From an optimization exercise on the open Yosys and OpenROAD flow, aimed at small area, a short achievable clock period and few clock cycles per item; shortcuts taken in it are not production practice.
RTL that was checked went through simulation tests only; none was proved equivalent to the original.
Power figures rest on the tool's default switching activity, not on a simulated workload.

==> inputs of exp/delta <==
==> flow/design.v <==
`timescale 1ns / 1ps
package cpc_pkg;
  localparam int BYTE_W    = 8;
  localparam int WORD_W    = 32;
  localparam int RESP_W    = 3;
  localparam int ACT_W     = 4;
  localparam int CFG_IDX_W = 8;
  localparam logic [7:0] DEVICE_ID_RESET = 8'h00;
  localparam logic [7:0] CRC_POLY_RESET  = 8'h89;
  localparam logic [1:0] HDR_OK        = 2'd0;
  localparam logic [1:0] HDR_CLASS_ERR = 2'd1;
  localparam logic [1:0] HDR_CODE_ERR  = 2'd2;
  localparam logic [1:0] HDR_LEN_ERR   = 2'd3;
endpackage
`timescale 1ns / 1ps
module cpc_decode (
  input  logic [7:0] cmd_class_i,
  input  logic [7:0] cmd_code_i,
  input  logic [7:0] len_high_i,
  input  logic [7:0] len_low_i,
  output logic [1:0] err_o,    
  output logic [3:0] act_o     
);
  logic       class_ok, code_ok;
  logic [7:0] need_high, need_low;
  logic [3:0] act;
  always_comb begin
    class_ok  = 1'b1;
    code_ok   = 1'b1;
    need_high = 8'h00;
    need_low  = 8'h00;
    act       = 4'd0;
    case (cmd_class_i)
      8'h01: begin
        need_low = 8'h04;
        case (cmd_code_i)
          8'h0A:   act = 4'd1;
          8'h0B:   act = 4'd2;
          8'h0C:   act = 4'd3;
          default: code_ok = 1'b0;
        endcase
      end
      8'h02: begin
        case (cmd_code_i)
          8'h0A:   act = 4'd4;
          8'h0B:   act = 4'd5;
          default: code_ok = 1'b0;
        endcase
      end
      8'h03: begin
        case (cmd_code_i)
          8'h0A:   begin act = 4'd6;  need_high = 8'h0C; end
          8'h0B:   begin act = 4'd7;  need_high = 8'h0C; end
          8'h0C:   begin act = 4'd8;  need_high = 8'h04; end
          8'h0D:   begin act = 4'd9;  need_high = 8'h0C; end
          8'h0E:   begin act = 4'd10; need_high = 8'h28; end
          default: code_ok = 1'b0;
        endcase
      end
      default: class_ok = 1'b0;
    endcase
    err_o = cpc_pkg::HDR_OK;
    act_o = act;
    if (!class_ok) begin
      err_o = cpc_pkg::HDR_CLASS_ERR;
      act_o = 4'd0;
    end else if (!code_ok) begin
      err_o = cpc_pkg::HDR_CODE_ERR;
      act_o = 4'd0;
    end else if (len_high_i != need_high || len_low_i != need_low) begin
      err_o = cpc_pkg::HDR_LEN_ERR;
      act_o = 4'd0;
    end
  end
endmodule
`timescale 1ns / 1ps
module cpc_crc_table (
  input  logic         clk,
  input  logic [7:0]   poly_i,
  output logic [127:0] tbl_o     
);
  function automatic logic [7:0] xstep(input logic [7:0] r, input logic [7:0] p);
    xstep = {r[6:0], 1'b0} ^ (r[7] ? p : 8'h00);
  endfunction
  logic [63:8] ev_r;    
  logic [63:0] od;      
  assign od[7:0] = xstep(poly_i, poly_i);
  for (genvar k = 1; k < 8; k++) begin : g_ent
    assign od[k*8 +: 8] = xstep(ev_r[k*8 +: 8], poly_i);
    always_ff @(posedge clk) ev_r[k*8 +: 8] <= xstep(od[(k-1)*8 +: 8], poly_i);
  end
  assign tbl_o[7:0] = poly_i;
  for (genvar k = 1; k < 8; k++) begin : g_out
    assign tbl_o[k*16 +: 8] = ev_r[k*8 +: 8];
  end
  for (genvar k = 0; k < 8; k++) begin : g_out_od
    assign tbl_o[k*16+8 +: 8] = od[k*8 +: 8];
  end
endmodule
`timescale 1ns / 1ps
module cpc_crc_fold (
  input  logic [127:0] tbl_i,
  input  logic [7:0]   a_i,
  input  logic [7:0]   b_i,
  output logic [7:0]   crc_o
);
  always_comb begin
    crc_o = 8'h00;
    for (int i = 0; i < 8; i++) begin
      crc_o = crc_o ^ (tbl_i[(i+8)*8 +: 8] & {8{a_i[i]}}) ^ (tbl_i[i*8 +: 8] & {8{b_i[i]}});
    end
  end
endmodule
`timescale 1ns / 1ps
module command_packet_checker_top (
  input  logic                             clk,
  input  logic                             rst_n,
  input  logic                             in_valid,
  output logic                             in_ready,
  input  logic [7:0]                       in_cmd_class,
  input  logic [7:0]                       in_cmd_code,
  input  logic [7:0]                       in_len_high,
  input  logic [7:0]                       in_len_low,
  input  logic [cpc_pkg::WORD_W-1:0]       in_data_word,
  input  logic [7:0]                       in_rx_crc,
  output logic                             out_valid,
  input  logic                             out_ready,
  output logic [cpc_pkg::RESP_W-1:0]       out_response_code,
  output logic [cpc_pkg::ACT_W-1:0]        out_action,
  output logic [cpc_pkg::WORD_W-1:0]       out_payload_word,
  input  logic                             cfg_valid,
  output logic                             cfg_ready,
  input  logic [cpc_pkg::CFG_IDX_W-1:0]    cfg_index,
  input  logic [7:0]                       cfg_data
);
  localparam logic [4:0] SEQ_LAST = 5'd21;
  logic [7:0]  poly_r, dev_r;
  logic        busy_r;
  logic [4:0]  cnt_r;
  logic [7:0]  f_r, ea_r, eb_r, ec_r;
  logic        a_v_r;
  logic [31:0] w_r;      
  logic [7:0]  u_r;      
  logic [7:0]  e_r;      
  logic [3:0]  act_r;
  logic [1:0]  err_r;
  logic        out_v_r;
  logic [31:0] c_w_r;
  logic [3:0]  c_act_r;
  logic [1:0]  c_err_r;
  logic        c_ok_r, c_pay_r;
  logic [127:0] tbl;
  logic        cfg_acc, cfg_hit, in_acc, adv;
  assign cfg_ready = 1'b1;
  assign cfg_acc   = cfg_valid;
  assign cfg_hit   = cfg_acc && (cfg_index == 8'd0 || cfg_index == 8'd1);
  assign adv       = !out_v_r || out_ready;
  assign in_ready  = !busy_r && adv;
  assign in_acc    = in_valid && in_ready;
  cpc_crc_table u_table (
    .clk    (clk),
    .poly_i (poly_r),
    .tbl_o  (tbl)
  );
  logic        sel1;
  logic [31:0] x;
  logic [7:0]  u_in, e_in, e_hdr;
  logic [3:0]  act_in;
  logic [1:0]  err_in;
  assign sel1 = !in_cmd_class[1];    
  assign x    = sel1 ? in_data_word
                     : {6'b000000, 1'b1, in_cmd_class[0], 4'b0000, 1'b1, in_cmd_code[2:0],
                        2'b00, in_len_high[5], 1'b0, in_len_high[3:2], 2'b00, 8'h00};
  cpc_crc_fold u_f0 (.tbl_i(tbl), .a_i(x[31:24]), .b_i(x[23:16]), .crc_o(u_in));
  always_comb begin
    if (!sel1)              e_hdr = f_r;
    else if (in_cmd_code[2]) e_hdr = ec_r;
    else if (in_cmd_code[0]) e_hdr = eb_r;
    else                     e_hdr = ea_r;
  end
  assign e_in = in_rx_crc ^ e_hdr;
  cpc_decode u_decode (
    .cmd_class_i (in_cmd_class),
    .cmd_code_i  (in_cmd_code),
    .len_high_i  (in_len_high),
    .len_low_i   (in_len_low),
    .err_o       (err_in),
    .act_o       (act_in)
  );
  logic [7:0] t3;
  logic       crc_ok;
  cpc_crc_fold u_f1 (.tbl_i(tbl), .a_i(u_r ^ w_r[15:8]), .b_i(w_r[7:0]), .crc_o(t3));
  assign crc_ok = (t3 == e_r);
  always_comb begin
    case (c_err_r)
      cpc_pkg::HDR_CLASS_ERR: out_response_code = 3'd3;
      cpc_pkg::HDR_CODE_ERR:  out_response_code = 3'd4;
      cpc_pkg::HDR_LEN_ERR:   out_response_code = 3'd2;
      default:                out_response_code = c_ok_r ? 3'd0 : 3'd1;
    endcase
  end
  assign out_action       = c_ok_r ? c_act_r : 4'd0;
  assign out_payload_word = c_pay_r ? c_w_r : 32'd0;
  assign out_valid        = out_v_r;
  logic [15:0] seq_bytes;
  logic        u_clr;
  always_comb begin
    case (cnt_r)
      5'd6:    seq_bytes = {8'h00, dev_r};
      5'd7:    seq_bytes = {8'h01, 8'h0A};
      5'd8,
      5'd12,
      5'd16:   seq_bytes = {8'h00, 8'h04};
      5'd11:   seq_bytes = {f_r ^ 8'h01, 8'h0B};
      5'd15:   seq_bytes = {f_r ^ 8'h01, 8'h0C};
      5'd19:   seq_bytes = {f_r, 8'h00};
      default: seq_bytes = 16'h0000;
    endcase
  end
  assign u_clr = (cnt_r < 5'd7) || cnt_r == 5'd11 || cnt_r == 5'd15 || cnt_r == 5'd19;
  always_ff @(posedge clk) begin
    if (!rst_n) begin
      poly_r  <= cpc_pkg::CRC_POLY_RESET;
      dev_r   <= cpc_pkg::DEVICE_ID_RESET;
      busy_r  <= 1'b1;
      cnt_r   <= 5'd0;
      a_v_r   <= 1'b0;
      out_v_r <= 1'b0;
    end else begin
      if (cfg_acc && cfg_index == 8'd0) dev_r  <= cfg_data;
      if (cfg_acc && cfg_index == 8'd1) poly_r <= cfg_data;
      if (cfg_hit) begin
        busy_r <= 1'b1;
        cnt_r  <= 5'd0;
      end else if (busy_r) begin
        cnt_r <= cnt_r + 5'd1;
        if (cnt_r == SEQ_LAST) busy_r <= 1'b0;
      end
      if (adv) begin
        a_v_r   <= in_acc;
        out_v_r <= a_v_r;
      end
    end
  end
  always_ff @(posedge clk) begin
    if (busy_r) begin
      w_r[15:0] <= seq_bytes;
      u_r       <= u_clr ? 8'h00 : t3;
      if (cnt_r == 5'd7 || cnt_r == 5'd21) f_r <= t3;
      if (cnt_r == 5'd11) ea_r <= t3;
      if (cnt_r == 5'd15) eb_r <= t3;
      if (cnt_r == 5'd19) ec_r <= t3;
    end else if (adv) begin
      w_r   <= {in_data_word[31:16], x[15:0]};
      u_r   <= u_in;
      e_r   <= e_in;
      act_r <= act_in;
      err_r <= err_in;
    end
    if (adv) begin
      c_w_r   <= w_r;
      c_act_r <= act_r;
      c_err_r <= err_r;
      c_ok_r  <= crc_ok;
      c_pay_r <= crc_ok && (act_r == 4'd1 || act_r == 4'd2 || act_r == 4'd3);
    end
  end
endmodule
==> flow/flow/run.sh <==
#!/bin/bash
# standard layout, with the port buffers made of the smallest plain buffer
set -o pipefail
export BUFFER_PORTS_ARGS="-buffer_cell sky130_fd_sc_hd__buf_1"
bash standard.sh > standard.log 2>&1
==> flow/standard.sh <==
#!/bin/bash
# synth_recipe.tcl (not shown) runs the flow's synth.tcl, then flattens the netlist and writes it again
# the make line also repeats each setting of config.mk as NAME=value (left out here)
make -C /OpenROAD-flow-scripts/flow DESIGN_CONFIG=/design/flow/config.mk WORK_HOME=/design/flow/orfs CLKGATE_MAP_FILE= SYNTH_SCRIPT=/design/flow/synth_recipe.tcl "${@:-finish}"
==> flow/config.mk <==
export PLATFORM = sky130hd
export DESIGN_NAME = command_packet_checker_top
export DESIGN_NICKNAME = command_packet_checker_top
export VERILOG_FILES = /design/flow/design.v
export SDC_FILE = /design/flow/constraint.sdc
export NUM_CORES = 4
export LEC_CHECK = 0
export CAP_MARGIN = 20
export CORE_MARGIN = 2
export CORE_UTILIZATION = 40
export SETUP_SLACK_MARGIN = 1.5
export SLEW_MARGIN = 20
==> flow/constraint.sdc <==
create_clock -name core_clock -period 5.2 [get_ports {clk}]
set_input_delay 1.0400 -clock core_clock [delete_from_list [all_inputs] [get_ports {clk}]]
set_output_delay 1.0400 -clock core_clock [all_outputs]
set_load 0.01 [all_outputs]
==> exp/juniper (differences from exp/delta) <==
--- a/flow/design.v
+++ b/flow/design.v
@@ -85,4 +85,10 @@
   logic [63:8] ev_r;    
   logic [63:0] od;      
+  logic [63:0] od_r;
+  logic [7:0]  p_r;
+  always_ff @(posedge clk) begin
+    p_r  <= poly_i;
+    od_r <= od;
+  end
   assign od[7:0] = xstep(poly_i, poly_i);
   for (genvar k = 1; k < 8; k++) begin : g_ent
@@ -90,10 +96,10 @@
     always_ff @(posedge clk) ev_r[k*8 +: 8] <= xstep(od[(k-1)*8 +: 8], poly_i);
   end
-  assign tbl_o[7:0] = poly_i;
+  assign tbl_o[7:0] = p_r;
   for (genvar k = 1; k < 8; k++) begin : g_out
     assign tbl_o[k*16 +: 8] = ev_r[k*8 +: 8];
   end
   for (genvar k = 0; k < 8; k++) begin : g_out_od
-    assign tbl_o[k*16+8 +: 8] = od[k*8 +: 8];
+    assign tbl_o[k*16+8 +: 8] = od_r[k*8 +: 8];
   end
 endmodule
@@ -134,5 +140,5 @@
   input  logic [7:0]                       cfg_data
 );
-  localparam logic [4:0] SEQ_LAST = 5'd21;
+  localparam logic [4:0] SEQ_LAST = 5'd22;
   logic [7:0]  poly_r, dev_r;
   logic        busy_r;
@@ -207,16 +213,16 @@
   always_comb begin
     case (cnt_r)
-      5'd6:    seq_bytes = {8'h00, dev_r};
-      5'd7:    seq_bytes = {8'h01, 8'h0A};
-      5'd8,
-      5'd12,
-      5'd16:   seq_bytes = {8'h00, 8'h04};
-      5'd11:   seq_bytes = {f_r ^ 8'h01, 8'h0B};
-      5'd15:   seq_bytes = {f_r ^ 8'h01, 8'h0C};
-      5'd19:   seq_bytes = {f_r, 8'h00};
+      5'd7:    seq_bytes = {8'h00, dev_r};
+      5'd8:    seq_bytes = {8'h01, 8'h0A};
+      5'd9,
+      5'd13,
+      5'd17:   seq_bytes = {8'h00, 8'h04};
+      5'd12:   seq_bytes = {f_r ^ 8'h01, 8'h0B};
+      5'd16:   seq_bytes = {f_r ^ 8'h01, 8'h0C};
+      5'd20:   seq_bytes = {f_r, 8'h00};
       default: seq_bytes = 16'h0000;
     endcase
   end
-  assign u_clr = (cnt_r < 5'd7) || cnt_r == 5'd11 || cnt_r == 5'd15 || cnt_r == 5'd19;
+  assign u_clr = (cnt_r < 5'd8) || cnt_r == 5'd12 || cnt_r == 5'd16 || cnt_r == 5'd20;
   always_ff @(posedge clk) begin
     if (!rst_n) begin
@@ -247,8 +253,8 @@
       w_r[15:0] <= seq_bytes;
       u_r       <= u_clr ? 8'h00 : t3;
-      if (cnt_r == 5'd7 || cnt_r == 5'd21) f_r <= t3;
-      if (cnt_r == 5'd11) ea_r <= t3;
-      if (cnt_r == 5'd15) eb_r <= t3;
-      if (cnt_r == 5'd19) ec_r <= t3;
+      if (cnt_r == 5'd8 || cnt_r == 5'd22) f_r <= t3;
+      if (cnt_r == 5'd12) ea_r <= t3;
+      if (cnt_r == 5'd16) eb_r <= t3;
+      if (cnt_r == 5'd20) ec_r <= t3;
     end else if (adv) begin
       w_r   <= {in_data_word[31:16], x[15:0]};
CTS_CLUSTER_DIAMETER = 60   (was default)
CTS_CLUSTER_SIZE = 30   (was default)
SETUP_SLACK_MARGIN = 2.4   (was 1.5)
==> qor summary <==
metric                                                  exp/delta  exp/juniper
Run status                       no timing/DRC/antenna violations  no timing/DRC/antenna violations
Mux contribution to synthesized area                       0.0347       0.0301
Well-Tap Cells                                                448          455
Worst Hold Margin                                        0.414 ns     0.425 ns
Clock network power consumption                         0.00179 W    0.00200 W
Worst slack at placement                                  1.39 ns      1.28 ns
Minimum period implied by the final worst setup slack     3.50 ns      2.86 ns
Power share of the combinational group                      0.154        0.118
Met3 usage in global routing                               0.0328       0.0252
Data arrival time of the critical path                    3.87 ns      3.17 ns
Die Height                                                 187 µm       191 µm
Mapped Nets                                                 1,513        1,540
Floorplan die width                                        187 µm       191 µm
ClkCell Share                                              0.0544       0.0551
HPWL after DPL                                          32,900 µm    29,800 µm
Area growth from synthesis to final layout                  13.9%        16.5%
Skew-Pair Late Insertion Delay                            0.53 ns      0.55 ns
Initial cell density of the core                            0.404        0.407
Compound-cell area share of the yosys netlist               0.115       0.0471
Number of clock buffers in the layout                          28           25
Testbench counts of exp/delta, summed over its fixed seeds: cycles 15,024, items 14,400.
Testbench counts of exp/juniper, summed over its fixed seeds: cycles 15,048, items 14,400.

* * *

==> inputs of v31 <==
Starts from the design.v that is shown in full above.
Settings: LEC_CHECK=0, CAP_MARGIN=20, CORE_MARGIN=2, CORE_UTILIZATION=40, SLEW_MARGIN=20; clock period 5.2 ns.
run.sh (not shown) runs the stock make flow with config.mk's settings and CLKGATE_MAP_FILE= SYNTH_SCRIPT=/design/flow/synth_recipe.tcl, a recipe that flattens the netlist after the stock synthesis.
Stock flow here: none of the scripts above is used.
==> v33 (differences from v31) <==
--- a/flow/design.v
+++ b/flow/design.v
@@ -8,8 +8,7 @@
   localparam logic [7:0] DEVICE_ID_RESET = 8'h00;
   localparam logic [7:0] CRC_POLY_RESET  = 8'h89;
-  localparam logic [1:0] HDR_OK        = 2'd0;
-  localparam logic [1:0] HDR_CLASS_ERR = 2'd1;
-  localparam logic [1:0] HDR_CODE_ERR  = 2'd2;
-  localparam logic [1:0] HDR_LEN_ERR   = 2'd3;
+  localparam logic [3:0] HDR_LEN_ERR   = 4'd11;
+  localparam logic [3:0] HDR_CLASS_ERR = 4'd12;
+  localparam logic [3:0] HDR_CODE_ERR  = 4'd13;
 endpackage
 `timescale 1ns / 1ps
@@ -19,6 +18,5 @@
   input  logic [7:0] len_high_i,
   input  logic [7:0] len_low_i,
-  output logic [1:0] err_o,    
-  output logic [3:0] act_o     
+  output logic [3:0] hdr_o
 );
   logic       class_ok, code_ok;
@@ -60,15 +58,11 @@
       default: class_ok = 1'b0;
     endcase
-    err_o = cpc_pkg::HDR_OK;
-    act_o = act;
+    hdr_o = act;
     if (!class_ok) begin
-      err_o = cpc_pkg::HDR_CLASS_ERR;
-      act_o = 4'd0;
+      hdr_o = cpc_pkg::HDR_CLASS_ERR;
     end else if (!code_ok) begin
-      err_o = cpc_pkg::HDR_CODE_ERR;
-      act_o = 4'd0;
+      hdr_o = cpc_pkg::HDR_CODE_ERR;
     end else if (len_high_i != need_high || len_low_i != need_low) begin
-      err_o = cpc_pkg::HDR_LEN_ERR;
-      act_o = 4'd0;
+      hdr_o = cpc_pkg::HDR_LEN_ERR;
     end
   end
@@ -85,4 +79,10 @@
   logic [63:8] ev_r;    
   logic [63:0] od;      
+  logic [63:0] od_r;
+  logic [7:0]  p_r;
+  always_ff @(posedge clk) begin
+    p_r  <= poly_i;
+    od_r <= od;
+  end
   assign od[7:0] = xstep(poly_i, poly_i);
   for (genvar k = 1; k < 8; k++) begin : g_ent
@@ -90,10 +90,10 @@
     always_ff @(posedge clk) ev_r[k*8 +: 8] <= xstep(od[(k-1)*8 +: 8], poly_i);
   end
-  assign tbl_o[7:0] = poly_i;
+  assign tbl_o[7:0] = p_r;
   for (genvar k = 1; k < 8; k++) begin : g_out
     assign tbl_o[k*16 +: 8] = ev_r[k*8 +: 8];
   end
   for (genvar k = 0; k < 8; k++) begin : g_out_od
-    assign tbl_o[k*16+8 +: 8] = od[k*8 +: 8];
+    assign tbl_o[k*16+8 +: 8] = od_r[k*8 +: 8];
   end
 endmodule
@@ -134,5 +134,5 @@
   input  logic [7:0]                       cfg_data
 );
-  localparam logic [4:0] SEQ_LAST = 5'd21;
+  localparam logic [4:0] SEQ_LAST = 5'd22;
   logic [7:0]  poly_r, dev_r;
   logic        busy_r;
@@ -140,19 +140,20 @@
   logic [7:0]  f_r, ea_r, eb_r, ec_r;
   logic        a_v_r;
-  logic [31:0] w_r;      
-  logic [7:0]  u_r;      
-  logic [7:0]  e_r;      
-  logic [3:0]  act_r;
-  logic [1:0]  err_r;
+  logic [31:0] a_x_r;    
+  logic [7:0]  a_e_r;    
+  logic [3:0]  a_hdr_r;   
+  logic        b_v_r;
+  logic [7:0]  b_s_r;    
+  logic [31:0] b_w_r;
+  logic [7:0]  b_e_r;
+  logic [3:0]  b_hdr_r;
   logic        out_v_r;
   logic [31:0] c_w_r;
-  logic [3:0]  c_act_r;
-  logic [1:0]  c_err_r;
+  logic [3:0]  c_hdr_r;
   logic        c_ok_r, c_pay_r;
   logic [127:0] tbl;
-  logic        cfg_acc, cfg_hit, in_acc, adv;
+  logic         cfg_hit, in_acc, adv;
   assign cfg_ready = 1'b1;
-  assign cfg_acc   = cfg_valid;
-  assign cfg_hit   = cfg_acc && (cfg_index == 8'd0 || cfg_index == 8'd1);
+  assign cfg_hit   = cfg_valid && (cfg_index == 8'd0 || cfg_index == 8'd1);
   assign adv       = !out_v_r || out_ready;
   assign in_ready  = !busy_r && adv;
@@ -165,14 +166,12 @@
   logic        sel1;
   logic [31:0] x;
-  logic [7:0]  u_in, e_in, e_hdr;
-  logic [3:0]  act_in;
-  logic [1:0]  err_in;
+  logic [7:0]  e_in, e_hdr;
+  logic [3:0]  hdr_in;
   assign sel1 = !in_cmd_class[1];    
   assign x    = sel1 ? in_data_word
                      : {6'b000000, 1'b1, in_cmd_class[0], 4'b0000, 1'b1, in_cmd_code[2:0],
                         2'b00, in_len_high[5], 1'b0, in_len_high[3:2], 2'b00, 8'h00};
-  cpc_crc_fold u_f0 (.tbl_i(tbl), .a_i(x[31:24]), .b_i(x[23:16]), .crc_o(u_in));
-  always_comb begin
-    if (!sel1)              e_hdr = f_r;
+  always_comb begin
+    if (!sel1)               e_hdr = f_r;
     else if (in_cmd_code[2]) e_hdr = ec_r;
     else if (in_cmd_code[0]) e_hdr = eb_r;
@@ -185,13 +184,14 @@
     .len_high_i  (in_len_high),
     .len_low_i   (in_len_low),
-    .err_o       (err_in),
-    .act_o       (act_in)
+    .hdr_o       (hdr_in)
   );
-  logic [7:0] t3;
+  logic [7:0] u_ab;
+  cpc_crc_fold u_f0 (.tbl_i(tbl), .a_i(a_x_r[31:24]), .b_i(a_x_r[23:16]), .crc_o(u_ab));
+  logic [7:0] v_bc;
   logic       crc_ok;
-  cpc_crc_fold u_f1 (.tbl_i(tbl), .a_i(u_r ^ w_r[15:8]), .b_i(w_r[7:0]), .crc_o(t3));
-  assign crc_ok = (t3 == e_r);
-  always_comb begin
-    case (c_err_r)
+  cpc_crc_fold u_f1 (.tbl_i(tbl), .a_i(b_s_r), .b_i(b_w_r[7:0]), .crc_o(v_bc));
+  assign crc_ok = (v_bc == b_e_r);
+  always_comb begin
+    case (c_hdr_r)
       cpc_pkg::HDR_CLASS_ERR: out_response_code = 3'd3;
       cpc_pkg::HDR_CODE_ERR:  out_response_code = 3'd4;
@@ -199,24 +199,31 @@
       default:                out_response_code = c_ok_r ? 3'd0 : 3'd1;
     endcase
-  end
-  assign out_action       = c_ok_r ? c_act_r : 4'd0;
+    case (c_hdr_r)
+      cpc_pkg::HDR_CLASS_ERR, cpc_pkg::HDR_CODE_ERR, cpc_pkg::HDR_LEN_ERR:
+               out_action = 4'd0;
+      default: out_action = c_ok_r ? c_hdr_r : 4'd0;
+    endcase
+  end
   assign out_payload_word = c_pay_r ? c_w_r : 32'd0;
   assign out_valid        = out_v_r;
-  logic [15:0] seq_bytes;
-  logic        u_clr;
+  logic [7:0] seq_s, seq_x3;
   always_comb begin
     case (cnt_r)
-      5'd6:    seq_bytes = {8'h00, dev_r};
-      5'd7:    seq_bytes = {8'h01, 8'h0A};
-      5'd8,
-      5'd12,
-      5'd16:   seq_bytes = {8'h00, 8'h04};
-      5'd11:   seq_bytes = {f_r ^ 8'h01, 8'h0B};
-      5'd15:   seq_bytes = {f_r ^ 8'h01, 8'h0C};
-      5'd19:   seq_bytes = {f_r, 8'h00};
-      default: seq_bytes = 16'h0000;
-    endcase
-  end
-  assign u_clr = (cnt_r < 5'd7) || cnt_r == 5'd11 || cnt_r == 5'd15 || cnt_r == 5'd19;
+      5'd8:           seq_s = v_bc ^ 8'h01;
+      5'd12, 5'd16:   seq_s = f_r ^ 8'h01;
+      5'd20:          seq_s = f_r;
+      5'd9, 5'd10, 5'd11, 5'd13, 5'd14, 5'd15, 5'd17, 5'd18, 5'd19, 5'd21:
+                      seq_s = v_bc;
+      default:        seq_s = 8'h00;
+    endcase
+    case (cnt_r)
+      5'd7:               seq_x3 = dev_r;
+      5'd8:               seq_x3 = 8'h0A;
+      5'd9, 5'd13, 5'd17: seq_x3 = 8'h04;
+      5'd12:              seq_x3 = 8'h0B;
+      5'd16:              seq_x3 = 8'h0C;
+      default:            seq_x3 = 8'h00;
+    endcase
+  end
   always_ff @(posedge clk) begin
     if (!rst_n) begin
@@ -226,8 +233,9 @@
       cnt_r   <= 5'd0;
       a_v_r   <= 1'b0;
+      b_v_r   <= 1'b0;
       out_v_r <= 1'b0;
     end else begin
-      if (cfg_acc && cfg_index == 8'd0) dev_r  <= cfg_data;
-      if (cfg_acc && cfg_index == 8'd1) poly_r <= cfg_data;
+      if (cfg_valid && cfg_index == 8'd0) dev_r  <= cfg_data;
+      if (cfg_valid && cfg_index == 8'd1) poly_r <= cfg_data;
       if (cfg_hit) begin
         busy_r <= 1'b1;
@@ -239,5 +247,6 @@
       if (adv) begin
         a_v_r   <= in_acc;
-        out_v_r <= a_v_r;
+        b_v_r   <= a_v_r;
+        out_v_r <= b_v_r;
       end
     end
@@ -245,24 +254,26 @@
   always_ff @(posedge clk) begin
     if (busy_r) begin
-      w_r[15:0] <= seq_bytes;
-      u_r       <= u_clr ? 8'h00 : t3;
-      if (cnt_r == 5'd7 || cnt_r == 5'd21) f_r <= t3;
-      if (cnt_r == 5'd11) ea_r <= t3;
-      if (cnt_r == 5'd15) eb_r <= t3;
-      if (cnt_r == 5'd19) ec_r <= t3;
+      b_s_r      <= seq_s;
+      b_w_r[7:0] <= seq_x3;
+      if (cnt_r == 5'd8 || cnt_r == 5'd22) f_r <= v_bc;
+      if (cnt_r == 5'd12) ea_r <= v_bc;
+      if (cnt_r == 5'd16) eb_r <= v_bc;
+      if (cnt_r == 5'd20) ec_r <= v_bc;
     end else if (adv) begin
-      w_r   <= {in_data_word[31:16], x[15:0]};
-      u_r   <= u_in;
-      e_r   <= e_in;
-      act_r <= act_in;
-      err_r <= err_in;
+      b_s_r      <= u_ab ^ a_x_r[15:8];
+      b_w_r[7:0] <= a_x_r[7:0];
     end
     if (adv) begin
-      c_w_r   <= w_r;
-      c_act_r <= act_r;
-      c_err_r <= err_r;
-      c_ok_r  <= crc_ok;
-      c_pay_r <= crc_ok && (act_r == 4'd1 || act_r == 4'd2 || act_r == 4'd3);
-    end
-  end
-endmodule
+      a_x_r        <= x;
+      a_e_r        <= e_in;
+      a_hdr_r      <= hdr_in;
+      b_w_r[31:8]  <= a_x_r[31:8];
+      b_e_r        <= a_e_r;
+      b_hdr_r      <= a_hdr_r;
+      c_w_r        <= b_w_r;
+      c_hdr_r      <= b_hdr_r;
+      c_ok_r       <= crc_ok;
+      c_pay_r      <= crc_ok && (b_hdr_r == 4'd1 || b_hdr_r == 4'd2 || b_hdr_r == 4'd3);
+    end
+  end
+endmodule
==> flow/flow/run.sh (new file) <==
#!/bin/bash
# standard layout, with the port buffers made of the smallest plain buffer
set -o pipefail
export BUFFER_PORTS_ARGS="-buffer_cell sky130_fd_sc_hd__buf_1"
bash standard.sh > standard.log 2>&1
==> flow/standard.sh (new file) <==
#!/bin/bash
# synth_recipe.tcl (not shown) runs the flow's synth.tcl, then flattens the netlist and writes it again
# the make line also repeats each setting of config.mk as NAME=value (left out here)
make -C /OpenROAD-flow-scripts/flow DESIGN_CONFIG=/design/flow/config.mk WORK_HOME=/design/flow/orfs CLKGATE_MAP_FILE= SYNTH_SCRIPT=/design/flow/synth_recipe.tcl "${@:-finish}"
CTS_BUF_LIST = sky130_fd_sc_hd__clkbuf_4 sky130_fd_sc_hd__clkbuf_8   (was default)
SETUP_SLACK_MARGIN = 2.3   (was default)
removed: flow/run.sh
==> v29 (differences from v31) <==
--- a/flow/design.v
+++ b/flow/design.v
@@ -76,37 +76,34 @@
 `timescale 1ns / 1ps
 module cpc_crc_table (
-  input  logic         clk,
-  input  logic [7:0]   poly_i,
-  output logic [127:0] tbl_o     
+  input  logic        clk,
+  input  logic [7:0]  poly_i,
+  output logic [63:0] tbl_o     
 );
   function automatic logic [7:0] xstep(input logic [7:0] r, input logic [7:0] p);
     xstep = {r[6:0], 1'b0} ^ (r[7] ? p : 8'h00);
   endfunction
-  logic [63:8] ev_r;    
-  logic [63:0] od;      
-  assign od[7:0] = xstep(poly_i, poly_i);
-  for (genvar k = 1; k < 8; k++) begin : g_ent
-    assign od[k*8 +: 8] = xstep(ev_r[k*8 +: 8], poly_i);
-    always_ff @(posedge clk) ev_r[k*8 +: 8] <= xstep(od[(k-1)*8 +: 8], poly_i);
-  end
-  assign tbl_o[7:0] = poly_i;
-  for (genvar k = 1; k < 8; k++) begin : g_out
-    assign tbl_o[k*16 +: 8] = ev_r[k*8 +: 8];
-  end
-  for (genvar k = 0; k < 8; k++) begin : g_out_od
-    assign tbl_o[k*16+8 +: 8] = od[k*8 +: 8];
-  end
+  logic [7:0] r1, r3, r5, r7;
+  logic [7:0] r2_r, r4_r, r6_r;
+  assign r1 = xstep(poly_i, poly_i);
+  assign r3 = xstep(r2_r, poly_i);
+  assign r5 = xstep(r4_r, poly_i);
+  assign r7 = xstep(r6_r, poly_i);
+  always_ff @(posedge clk) begin
+    r2_r <= xstep(r1, poly_i);
+    r4_r <= xstep(r3, poly_i);
+    r6_r <= xstep(r5, poly_i);
+  end
+  assign tbl_o = {r7, r6_r, r5, r4_r, r3, r2_r, r1, poly_i};
 endmodule
 `timescale 1ns / 1ps
 module cpc_crc_fold (
-  input  logic [127:0] tbl_i,
-  input  logic [7:0]   a_i,
-  input  logic [7:0]   b_i,
-  output logic [7:0]   crc_o
+  input  logic [63:0] tbl_i,
+  input  logic [7:0]  v_i,
+  output logic [7:0]  crc_o
 );
   always_comb begin
     crc_o = 8'h00;
     for (int i = 0; i < 8; i++) begin
-      crc_o = crc_o ^ (tbl_i[(i+8)*8 +: 8] & {8{a_i[i]}}) ^ (tbl_i[i*8 +: 8] & {8{b_i[i]}});
+      crc_o = crc_o ^ (tbl_i[i*8 +: 8] & {8{v_i[i]}});
     end
   end
@@ -134,5 +131,5 @@
   input  logic [7:0]                       cfg_data
 );
-  localparam logic [4:0] SEQ_LAST = 5'd21;
+  localparam logic [4:0] SEQ_LAST = 5'd17;
   logic [7:0]  poly_r, dev_r;
   logic        busy_r;
@@ -150,5 +147,5 @@
   logic [1:0]  c_err_r;
   logic        c_ok_r, c_pay_r;
-  logic [127:0] tbl;
+  logic [63:0] tbl;
   logic        cfg_acc, cfg_hit, in_acc, adv;
   assign cfg_ready = 1'b1;
@@ -165,5 +162,5 @@
   logic        sel1;
   logic [31:0] x;
-  logic [7:0]  u_in, e_in, e_hdr;
+  logic [7:0]  t0, t1, u_in, e_in, e_hdr;
   logic [3:0]  act_in;
   logic [1:0]  err_in;
@@ -172,5 +169,7 @@
                      : {6'b000000, 1'b1, in_cmd_class[0], 4'b0000, 1'b1, in_cmd_code[2:0],
                         2'b00, in_len_high[5], 1'b0, in_len_high[3:2], 2'b00, 8'h00};
-  cpc_crc_fold u_f0 (.tbl_i(tbl), .a_i(x[31:24]), .b_i(x[23:16]), .crc_o(u_in));
+  cpc_crc_fold u_f0 (.tbl_i(tbl), .v_i(x[31:24]),      .crc_o(t0));
+  cpc_crc_fold u_f1 (.tbl_i(tbl), .v_i(t0 ^ x[23:16]), .crc_o(t1));
+  assign u_in = t1;
   always_comb begin
     if (!sel1)              e_hdr = f_r;
@@ -188,7 +187,8 @@
     .act_o       (act_in)
   );
-  logic [7:0] t3;
+  logic [7:0] t2, t3;
   logic       crc_ok;
-  cpc_crc_fold u_f1 (.tbl_i(tbl), .a_i(u_r ^ w_r[15:8]), .b_i(w_r[7:0]), .crc_o(t3));
+  cpc_crc_fold u_f2 (.tbl_i(tbl), .v_i(u_r ^ w_r[15:8]), .crc_o(t2));
+  cpc_crc_fold u_f3 (.tbl_i(tbl), .v_i(t2 ^ w_r[7:0]),   .crc_o(t3));
   assign crc_ok = (t3 == e_r);
   always_comb begin
@@ -207,16 +207,16 @@
   always_comb begin
     case (cnt_r)
-      5'd6:    seq_bytes = {8'h00, dev_r};
-      5'd7:    seq_bytes = {8'h01, 8'h0A};
+      5'd2:    seq_bytes = {8'h00, dev_r};
+      5'd3:    seq_bytes = {8'h01, 8'h0A};
+      5'd4,
       5'd8,
-      5'd12,
-      5'd16:   seq_bytes = {8'h00, 8'h04};
-      5'd11:   seq_bytes = {f_r ^ 8'h01, 8'h0B};
-      5'd15:   seq_bytes = {f_r ^ 8'h01, 8'h0C};
-      5'd19:   seq_bytes = {f_r, 8'h00};
+      5'd12:   seq_bytes = {8'h00, 8'h04};
+      5'd7:    seq_bytes = {f_r ^ 8'h01, 8'h0B};
+      5'd11:   seq_bytes = {f_r ^ 8'h01, 8'h0C};
+      5'd15:   seq_bytes = {f_r, 8'h00};
       default: seq_bytes = 16'h0000;
     endcase
   end
-  assign u_clr = (cnt_r < 5'd7) || cnt_r == 5'd11 || cnt_r == 5'd15 || cnt_r == 5'd19;
+  assign u_clr = (cnt_r < 5'd3) || cnt_r == 5'd7 || cnt_r == 5'd11 || cnt_r == 5'd15;
   always_ff @(posedge clk) begin
     if (!rst_n) begin
@@ -247,8 +247,8 @@
       w_r[15:0] <= seq_bytes;
       u_r       <= u_clr ? 8'h00 : t3;
-      if (cnt_r == 5'd7 || cnt_r == 5'd21) f_r <= t3;
-      if (cnt_r == 5'd11) ea_r <= t3;
-      if (cnt_r == 5'd15) eb_r <= t3;
-      if (cnt_r == 5'd19) ec_r <= t3;
+      if (cnt_r == 5'd3 || cnt_r == 5'd17) f_r <= t3;
+      if (cnt_r == 5'd7)  ea_r <= t3;
+      if (cnt_r == 5'd11) eb_r <= t3;
+      if (cnt_r == 5'd15) ec_r <= t3;
     end else if (adv) begin
       w_r   <= {in_data_word[31:16], x[15:0]};
==> flow/flow/run.sh (new file) <==
#!/bin/bash
# standard layout, with the port buffers made of the smallest plain buffer
set -o pipefail
export BUFFER_PORTS_ARGS="-buffer_cell sky130_fd_sc_hd__buf_1"
bash standard.sh > standard.log 2>&1
==> flow/standard.sh (new file) <==
#!/bin/bash
# synth_recipe.tcl (not shown) runs the flow's synth.tcl, then flattens the netlist and writes it again
# the make line also repeats each setting of config.mk as NAME=value (left out here)
make -C /OpenROAD-flow-scripts/flow DESIGN_CONFIG=/design/flow/config.mk WORK_HOME=/design/flow/orfs CLKGATE_MAP_FILE= SYNTH_SCRIPT=/design/flow/synth_recipe.tcl "${@:-finish}"
removed: flow/run.sh
==> comparison table <==
                                                            v29         v33         v31
Outcome                        no timing/DRC/antenna violations  no timing/DRC/antenna violations  no timing/DRC/antenna violations
Met1 layer wirelength in the final routing             15900 um    19300 um    18700 um
Smallest setup slack after layout                       1060 ps     2300 ps     1390 ps
Sequential power                                        2.12 mW     2.95 mW     1.84 mW
Final cycle utilization of the critical path              79.6%       55.7%       73.2%
Drt first-iter violations                                   619         921        1017
Buffers from clock root to sink, at most                      2           3           3
Number of filler instances in the final layout             2775        3573        3124
Crit. Startpoint                                u_table.r4_r[7]    b_s_r[5]   poly_r[3]
Avg Synthesized Cell Area                             9.92 um^2   10.4 um^2   9.52 um^2
Clock buffer count                                           19          88          27
WP data arrival                                         4410 ps     3300 ps     4170 ps
Buffers excl. clock                                         180         154         154
Testbench counts of v31, summed over its fixed seeds: cycles 15,024, items 14,400.
Testbench counts of v29, summed over its fixed seeds: cycles 14,928, items 14,400.
For v33, only the layout was checked, not whether the RTL still works.

==> what the ideal ports hide <==
The flow's constraints put no driver on any port. The routed layouts listed below were extracted and timed again, unchanged, in two steps.
Step 1: set_driving_cell puts a clkbuf_16 on clk and a buf_2 on each other input, an assumption about the parent block.
Step 2, shift: input delay + t, output delay - t, t = (earliest + latest rising clock arrival at the registers) / 2. This alone moves slack from input paths to output paths.
Slacks: ideal ports / drivers / drivers and shift; pairs: ideal ports / drivers.
run	shift t [ns]	slack for setup (ns)	worst data-port slew with drivers (ns)	pins driven straight from the clock port
exp/delta	0.577	1.698 / 1.698 / 1.301	0.04	1
exp/juniper	0.591	2.341 / 2.367 / 1.777	0.05	1
v31	0.591	1.393 / 1.393 / 1.343	0.04	1
v33	0.637	2.305 / 2.305 / 2.006	0.04	1
v29	0.480	1.059 / 1.059 / 0.673	0.05	1
After both steps every run listed still meets setup and hold. For exp/juniper, which loses most, drivers alone change the setup slack by +0.026 ns; drivers and shift together by -0.564 ns.
